Context: an optimization exercise on an open-source flow, tuned for small area and a short achievable clock period. The choices shown serve that exercise and are no tape-out recipe. The RTL was checked by simulation tests, not by an equivalence proof against the original design.

==> design/flow/run.sh <==
#!/bin/bash
# synth_recipe.tcl (not shown) runs the flow's synth.tcl, then flattens the netlist and writes it again
# the make line also repeats each setting of config.mk as NAME=value (left out here)
make -C /OpenROAD-flow-scripts/flow DESIGN_CONFIG=/design/flow/config.mk WORK_HOME=/design/flow/orfs CLKGATE_MAP_FILE= SYNTH_SCRIPT=/design/flow/synth_recipe.tcl finish
==> design/flow/config.mk <==
export PLATFORM = sky130hd
export DESIGN_NAME = conv_engine
export DESIGN_NICKNAME = conv_engine
export VERILOG_FILES = /design/flow/design.v
export SDC_FILE = /design/flow/constraint.sdc
export NUM_CORES = 4
export LEC_CHECK = 0
export CAP_MARGIN = 20
export CORE_MARGIN = 2
export CORE_UTILIZATION = 55
export PLACE_DENSITY = 0.65
export SLEW_MARGIN = 20
==> design/flow/constraint.sdc <==
create_clock -name core_clock -period 12.0 [get_ports {clk}]
set_input_delay 2.4000 -clock core_clock [delete_from_list [all_inputs] [get_ports {clk}]]
set_output_delay 2.4000 -clock core_clock [all_outputs]
set_load 0.01 [all_outputs]
==> design/flow/design.v <==
package conv_pkg;
        typedef enum logic {
                PASS_IDLE  = 1'b0,
                PASS_ACCUM = 1'b1
        } pass_state_e;
        typedef struct packed {
                logic [8-1:0][8-1:0] lane;
        } pixel_vec_t;
        typedef struct packed {
                logic [3-1:0][8-1:0] wgt;
        } weight_set_t;
        typedef struct packed {
                logic accum;
                logic clear;
                logic last;
        } mac_ctrl_t;
        typedef struct packed {
                logic [8-1:0][3-1:0][20-1:0] acc;
        } sum_set_t;
        typedef struct packed {
                logic [3-1:0] lane;
                logic [3-1:0][12-1:0] ch;
        } result_t;
        typedef struct packed {
                logic psel;
                logic penable;
                logic pwrite;
                logic [8-1:0] paddr;
                logic [31:0] pwdata;
        } apb_req_t;
        typedef struct packed {
                logic pready;
                logic pslverr;
                logic [31:0] prdata;
        } apb_rsp_t;
endpackage
`timescale 1ns/1ps
module conv_weight_regs (
        input  logic                      clk,
        input  logic                      rst,
        input  conv_pkg::apb_req_t        apb_req,
        output conv_pkg::apb_rsp_t        apb_rsp,
        input  logic [5-1:0]    tap,
        output conv_pkg::weight_set_t     weights
);
        localparam int FILT_IW = $clog2(3);
        localparam int DATA_W = $bits(apb_rsp.prdata);
        logic [8-1:0] wgt_mem [3][25];
        logic [8-1:0] filt_idx;
        logic [8-1:0] tap_idx;
        logic [8-1:0]  rd_wgt;
        logic                    access;
        logic                    addr_ok;
        assign filt_idx = 8'(apb_req.paddr / 32);
        assign tap_idx  = 8'(apb_req.paddr % 32);
        assign addr_ok  = (filt_idx < 3) && (tap_idx < 25);
        assign access = apb_req.psel && apb_req.penable;
        always_ff @(posedge clk) begin
                if (rst) begin
                        for (int f = 0; f < 3; f++) begin
                                for (int t = 0; t < 25; t++) begin
                                        wgt_mem[f][t] <= '0;
                                end
                        end
                end else if (access && apb_req.pwrite && addr_ok) begin
                        wgt_mem[filt_idx[FILT_IW-1:0]][tap_idx[5-1:0]] <=
                                apb_req.pwdata[8-1:0];
                end
        end
        assign rd_wgt = wgt_mem[filt_idx[FILT_IW-1:0]][tap_idx[5-1:0]];
        always_comb begin
                apb_rsp.pready  = access;
                apb_rsp.pslverr = access && !addr_ok;
                apb_rsp.prdata  = '0;
                if (access && !apb_req.pwrite && addr_ok) begin
                        apb_rsp.prdata = {{(DATA_W - 8){rd_wgt[8-1]}},
                                          rd_wgt};
                end
        end
        always_comb begin
                for (int f = 0; f < 3; f++) begin
                        weights.wgt[f] = wgt_mem[f][tap];
                end
        end
endmodule
`timescale 1ns/1ps
module conv_tap_ctrl (
        input  logic                      clk,
        input  logic                      rst,
        input  logic                      pix_valid,
        output logic [5-1:0]    tap,
        output conv_pkg::mac_ctrl_t       mac_ctrl
);
        localparam logic [5-1:0] LAST_TAP = 5'(25 - 1);
        conv_pkg::pass_state_e state;
        logic [5-1:0] tap_cnt;
        always_ff @(posedge clk) begin
                if (rst) begin
                        state   <= conv_pkg::PASS_IDLE;
                        tap_cnt <= '0;
                end else if (pix_valid) begin
                        if (tap_cnt == LAST_TAP) begin
                                state   <= conv_pkg::PASS_IDLE;
                                tap_cnt <= '0;
                        end else begin
                                state   <= conv_pkg::PASS_ACCUM;
                                tap_cnt <= tap_cnt + 1'b1;
                        end
                end
        end
        assign tap = tap_cnt;
        assign mac_ctrl.accum = pix_valid;
        assign mac_ctrl.clear = (state == conv_pkg::PASS_IDLE);
        assign mac_ctrl.last  = (tap_cnt == LAST_TAP);
endmodule
`timescale 1ns/1ps
module conv_mac_array (
        input  logic                      clk,
        input  logic                      rst,
        input  conv_pkg::pixel_vec_t      pix,
        input  conv_pkg::weight_set_t     weights,
        input  conv_pkg::mac_ctrl_t       mac_ctrl,
        output conv_pkg::sum_set_t        sums,
        output logic                      sums_done
);
        logic [20-1:0] prod [8][3];
        for (genvar l = 0; l < 8; l++) begin : g_lane
                for (genvar f = 0; f < 3; f++) begin : g_filt
                        assign prod[l][f] =
                                {{(20 - 8){1'b0}}, pix.lane[l]} *
                                {{(20 - 8){weights.wgt[f][8-1]}},
                                 weights.wgt[f]};
                end
        end
        always_ff @(posedge clk) begin
                if (mac_ctrl.accum) begin
                        for (int l = 0; l < 8; l++) begin
                                for (int f = 0; f < 3; f++) begin
                                        if (mac_ctrl.clear) begin
                                                sums.acc[l][f] <= prod[l][f];
                                        end else begin
                                                sums.acc[l][f] <= sums.acc[l][f] + prod[l][f];
                                        end
                                end
                        end
                end
        end
        always_ff @(posedge clk) begin
                if (rst) begin
                        sums_done <= 1'b0;
                end else begin
                        sums_done <= mac_ctrl.accum && mac_ctrl.last;
                end
        end
endmodule
`timescale 1ns/1ps
module conv_out_serializer (
        input  logic                      clk,
        input  logic                      rst,
        input  conv_pkg::sum_set_t        sums,
        input  logic                      sums_done,
        output logic                      res_valid,
        output conv_pkg::result_t         res
);
        localparam logic [3-1:0] LAST_LANE = 3'(8 - 1);
        logic [8-1:0][3-1:0][12-1:0] res_buf;
        logic [3-1:0] lane_cnt;
        always_ff @(posedge clk) begin
                if (sums_done) begin
                        for (int l = 0; l < 8; l++) begin
                                for (int f = 0; f < 3; f++) begin
                                        res_buf[l][f] <= sums.acc[l][f][8 +: 12];
                                end
                        end
                end
        end
        always_ff @(posedge clk) begin
                if (rst) begin
                        res_valid <= 1'b0;
                        lane_cnt  <= '0;
                end else if (sums_done) begin
                        res_valid <= 1'b1;
                        lane_cnt  <= '0;
                end else if (res_valid) begin
                        lane_cnt <= lane_cnt + 1'b1;
                        if (lane_cnt == LAST_LANE) begin
                                res_valid <= 1'b0;
                        end
                end
        end
        assign res.lane = lane_cnt;
        assign res.ch   = res_buf[lane_cnt];
endmodule
`timescale 1ns/1ps
module conv_top (
        input  logic                      clk,
        input  logic                      rst,
        input  conv_pkg::apb_req_t        apb_req,
        output conv_pkg::apb_rsp_t        apb_rsp,
        input  logic                      pix_valid,
        input  conv_pkg::pixel_vec_t      pix,
        output logic                      res_valid,
        output conv_pkg::result_t         res
);
        logic [5-1:0] tap;
        conv_pkg::weight_set_t  weights;
        conv_pkg::mac_ctrl_t    mac_ctrl;
        conv_pkg::sum_set_t     sums;
        logic                   sums_done;
        conv_weight_regs i_weight_regs (
                .clk     (clk),
                .rst     (rst),
                .apb_req (apb_req),
                .apb_rsp (apb_rsp),
                .tap     (tap),
                .weights (weights)
        );
        conv_tap_ctrl i_tap_ctrl (
                .clk       (clk),
                .rst       (rst),
                .pix_valid (pix_valid),
                .tap       (tap),
                .mac_ctrl  (mac_ctrl)
        );
        conv_mac_array i_mac_array (
                .clk       (clk),
                .rst       (rst),
                .pix       (pix),
                .weights   (weights),
                .mac_ctrl  (mac_ctrl),
                .sums      (sums),
                .sums_done (sums_done)
        );
        conv_out_serializer i_out_serializer (
                .clk       (clk),
                .rst       (rst),
                .sums      (sums),
                .sums_done (sums_done),
                .res_valid (res_valid),
                .res       (res)
        );
endmodule
`timescale 1ns/1ps
module conv_engine (
        input  logic        clk,
        input  logic        rst,
        input  logic        psel,
        input  logic        penable,
        input  logic        pwrite,
        input  logic [7:0]  paddr,
        input  logic [31:0] pwdata,
        output logic        pready,
        output logic        pslverr,
        output logic [31:0] prdata,
        input  logic        pix_valid,
        input  logic [63:0] pix,
        output logic        res_valid,
        output logic [2:0]  res_lane,
        output logic [35:0] res_ch
);
        conv_pkg::apb_req_t   apb_req;
        conv_pkg::apb_rsp_t   apb_rsp;
        conv_pkg::pixel_vec_t pix_vec;
        conv_pkg::result_t    res;
        assign apb_req.psel    = psel;
        assign apb_req.penable = penable;
        assign apb_req.pwrite  = pwrite;
        assign apb_req.paddr   = paddr;
        assign apb_req.pwdata  = pwdata;
        assign pready  = apb_rsp.pready;
        assign pslverr = apb_rsp.pslverr;
        assign prdata  = apb_rsp.prdata;
        assign pix_vec = pix;
        conv_top i_top (
                .clk       (clk),
                .rst       (rst),
                .apb_req   (apb_req),
                .apb_rsp   (apb_rsp),
                .pix_valid (pix_valid),
                .pix       (pix_vec),
                .res_valid (res_valid),
                .res       (res)
        );
        assign res_lane = res.lane;
        assign res_ch   = res.ch;
endmodule
==> impl_results.md <==
* Outcome: finished clean
* Startpoint types: input pin
* Area of the multi-input gates at 95990 sq um
* CTS Buf Count at 211
* Drt initial violations at 11131
* Hold Crit Start: i_top.i_mac_array.sums[311]$_DFFE_PP_
* Worst-Margin Slew at 1232 ps
* Post-Syn Area per Cell at 10.99 sq um
* Clock buffer depth at 4
* GRT Util Overall at 0.3080
* RR Endpoint: i_top.i_mac_array.sums[338]$_DFFE_PP_
* Finished Core Util at 0.5964
* Top cell type's share of synthesized area at 0.3382
* R2r setup slk at 1340 ps
* Initial antenna violation count at 16
* Post-Syn Instances at 14481
* Post-synth cell types at 93
* Final setup violation count at 0
* Global-route wire length before repair at 692900 um
* Drt first pass iters at 6
* Setup WS post-layout at 1113 ps
* Final #Nets at 16935
* GRT overflow at 0
* Count leader, synth: edfxtp_1
* PostCTS Resize Cnt at 0
* WL final at 453600 um
* Layout fillers at 23385
* Final Hold Vio Count at 0
* Primary FF master, synth: edfxtp_1
* Slowest stage cell, crit path: fa_4
* Worst clock skew at 114.0 ps
* #FFs+latches synth at 1808
* Largest net degree at the start of global routing at 121
* Worst path cell trace: clkdlybuf4s50_1, ha_1, ha_4, fa_4, or2_2, buf_4, o22ai_1, a221oi_1, o22ai_1, o31ai_1, o21ai_0, nor4_1, clkdlybuf4s50_1
* Clk slew on worst S/H paths at 60 ps
* Post-synth EDFFs at 1792
* Reg2reg start: i_top.i_tap_ctrl.tap_cnt[0]$_SDFFE_PP0P_
* Synth cell count leaders: edfxtp_1 (1792), inv_1 (1601), ha_1 (1533)
* Hpwl dp at 322900 um
* Worst Hold End: i_top.i_out_serializer.res_buf[183]$_DFFE_PP_
* Clk Latency, worst-skew pair at 950 ps
* WS Path Type: input pin to output pin
* Final Max Slew Viols at 0
* I/O pin count at 184
* Asr flop ratio synth at 0
* Cell Area, Placed at 164700 sq um
* Via/cell ratio at 6.212
* Place WS at 1431 ps
* Vias in the first global route at 115724
* Max cap viols at 0
* Synth area leader: edfxtp_1
* Slowest Stage Delay on Critical Path at 1150 ps
* Die ar. at 293600 sq um
* H-Tree Depth at 4
* R2r worst-path depth at 34
* Die height at 541.9 um
* Final setup TNS at 0 ps
* Final period util at 0.9073
* F_max at 91.85 MHz
* Post-CTS setup buffers at 0
* Core Region at 287900 sq um
* Crit. End Element: output pin
* CP Data Arrival Time at 8490 ps
* Root Buffer: clkbuf_16
* Final ANT Viol Nets at 0
* Total vias in the final route at 113967
* Die width at 541.9 um
* Final Cell Area at 171700 sq um
* Register area share after synthesis at 0.3402
* Clock Sinks at 1808
* Starting Density at 0.5527
* Mapped Area at 159100 sq um
* RSZ-0062 raised after global routing: false
* Layout cells sized above 1 at 0.1196
* Max_slew headroom at 0.1767
* Fin crit period at 10890 ps
* Routed len/inst at 24.73 um
* Worst hold path type: flip-flop to flip-flop
* Synthesized Nets at 17038
* IO Port Bufs at 159
* FP Rows at 197
* Hold Crit Depth at 0
* Yosys warning count at 5
* CTS tree: built
* Crit Path Max Fanout at 34
* Synth-to-Final Area Change at 7.900%
* DRC viols at 0
* CP required at 9600 ps
* Flip-flop and latch area at 54160 sq um
* Post-CTS Hold Buffers at 0
* Area contributors post-synth: edfxtp_1 (34%), ha_1 (12%), fa_1 (11%), mux4_2 (7.6%), and2_1 (5.6%)
* GP Congestion at 0.9670
[worst max-delay path: cells and delay by family]
family	cells	cell delay (ps)
buffers and inverters	3	1720
adders and majority gates	3	1620
AOI/OAI and AO/OA	5	1430
and+or+nand+nor	2	1290
[sequential cells by signal (all words and copies together) (netlist names), named ones only]
| signal | flops |
|---|---|
| i_top.i_mac_array.sums | 480 |
| i_top.i_out_serializer.lane_cnt | 3 |
| i_top.i_tap_ctrl.state | 1 |
| i_top.i_tap_ctrl.tap_cnt | 5 |
| i_top.i_out_serializer.res_valid | 1 |
| i_top.i_weight_regs.wgt_mem | 1024 |
| i_top.i_out_serializer.res_buf | 288 |
| i_top.i_mac_array.sums_done | 1 |
[layout by cell type, fill, tap and decap left out, drive strengths merged, types with 272 or more instances in the layout]
cell	Yosys	final
a21oi	664	664
and2	1435	1435
buf	278	272
edfxtp	1792	1792
fa	914	914
ha	1533	1533
inv	1603	1612
mux2	347	347
mux4	534	534
nand2	809	809
nor2	725	725
o21ai	450	450
xnor2	454	454
[cell type report]
class,count,area share
Antenna cell,12,0.0001749
Clock buffer,246,0.03164
Clock inverter,142,0.008774
Inverter,1603,0.03509
Multi-Input combinational cell,10336,0.5591
Sequential cell,1808,0.3155
Tap cell,3781,0.02755
Timing Repair Buffer,418,0.02218
[stage by stage]
stage          instances  hold WS (ps)
2_1_floorplan      14481         433.4
3_3_place_gp       17945         442.0
3_5_place_dp       17946         442.4
4_1_cts            18334         436.0
5_1_grt            18336         444.8
6_report           18346         439.6
[worst max path at each step]
stage	slack [ps]	cells after the start	to	start
5_1_grt	780	34	i_top.i_mac_array.sums[338]$_DFFE_PP_	i_top.i_tap_ctrl.tap_cnt[0]$_SDFFE_PP0P_
3_5_place_dp	1430	15	prdata[13]	paddr[6]
6_report	1110	13	prdata[0]	paddr[6]
3_3_place_gp	1510	13	prdata[0]	paddr[6]
4_1_cts	1430	15	prdata[13]	paddr[6]
2_1_floorplan	2420	14	prdata[10]	paddr[1]
[cells by family after synthesis]
family / Yosys count / synth area share
muxes: 1009 / 0.1082
buffers and inverters: 2337 / 0.05872
and+or+nand+nor: 3907 / 0.1278
AOI/OAI and AO/OA: 2339 / 0.09463
xor gates and xnor gates: 634 / 0.03494
DFF: 1808 / 0.3402
adders and majority gates: 2447 / 0.2355
[routing by layer]
metal | GRT usage | vias to the layer above | routed length, um
met3 | 0.05954 | 1120 | 43720
met4 | 0.1618 | 12 | 27450
li1 | - | 50747 | -
met2 | 0.4761 | 5383 | 200500
met5 | 0 | - | 89
met1 | 0.4124 | 56705 | 181800

## static timing again, ports no longer ideal
No port has a modelled driver above. Below, the same layout with a new extraction and two added sets of constraints.
Step 1 (the two cells are an assumption about what drives the block):
set clk [get_ports {clk}]
set_driving_cell -lib_cell sky130_fd_sc_hd__clkbuf_16 $clk
set_driving_cell -lib_cell sky130_fd_sc_hd__buf_2 [delete_from_list [all_inputs] $clk]
Step 2 times the ports against the registers' clock, not the clock port: input delays grow and output delays shrink by t, the midpoint of the rising clock arrivals with the driver on.
Slacks: ideal / step 1 / step 2; pairs: ideal / step 1.
shift t [ns]: 0.997
setup WS [ns]: 1.113 / 1.091 / 1.091
worst data-port slew with drivers (ns): 0.08
pins driven straight from the clock port: 1
After both steps setup and hold are still met in this run. For this run, drivers alone change the setup slack by -0.022 ns; drivers and shift together by -0.022 ns.
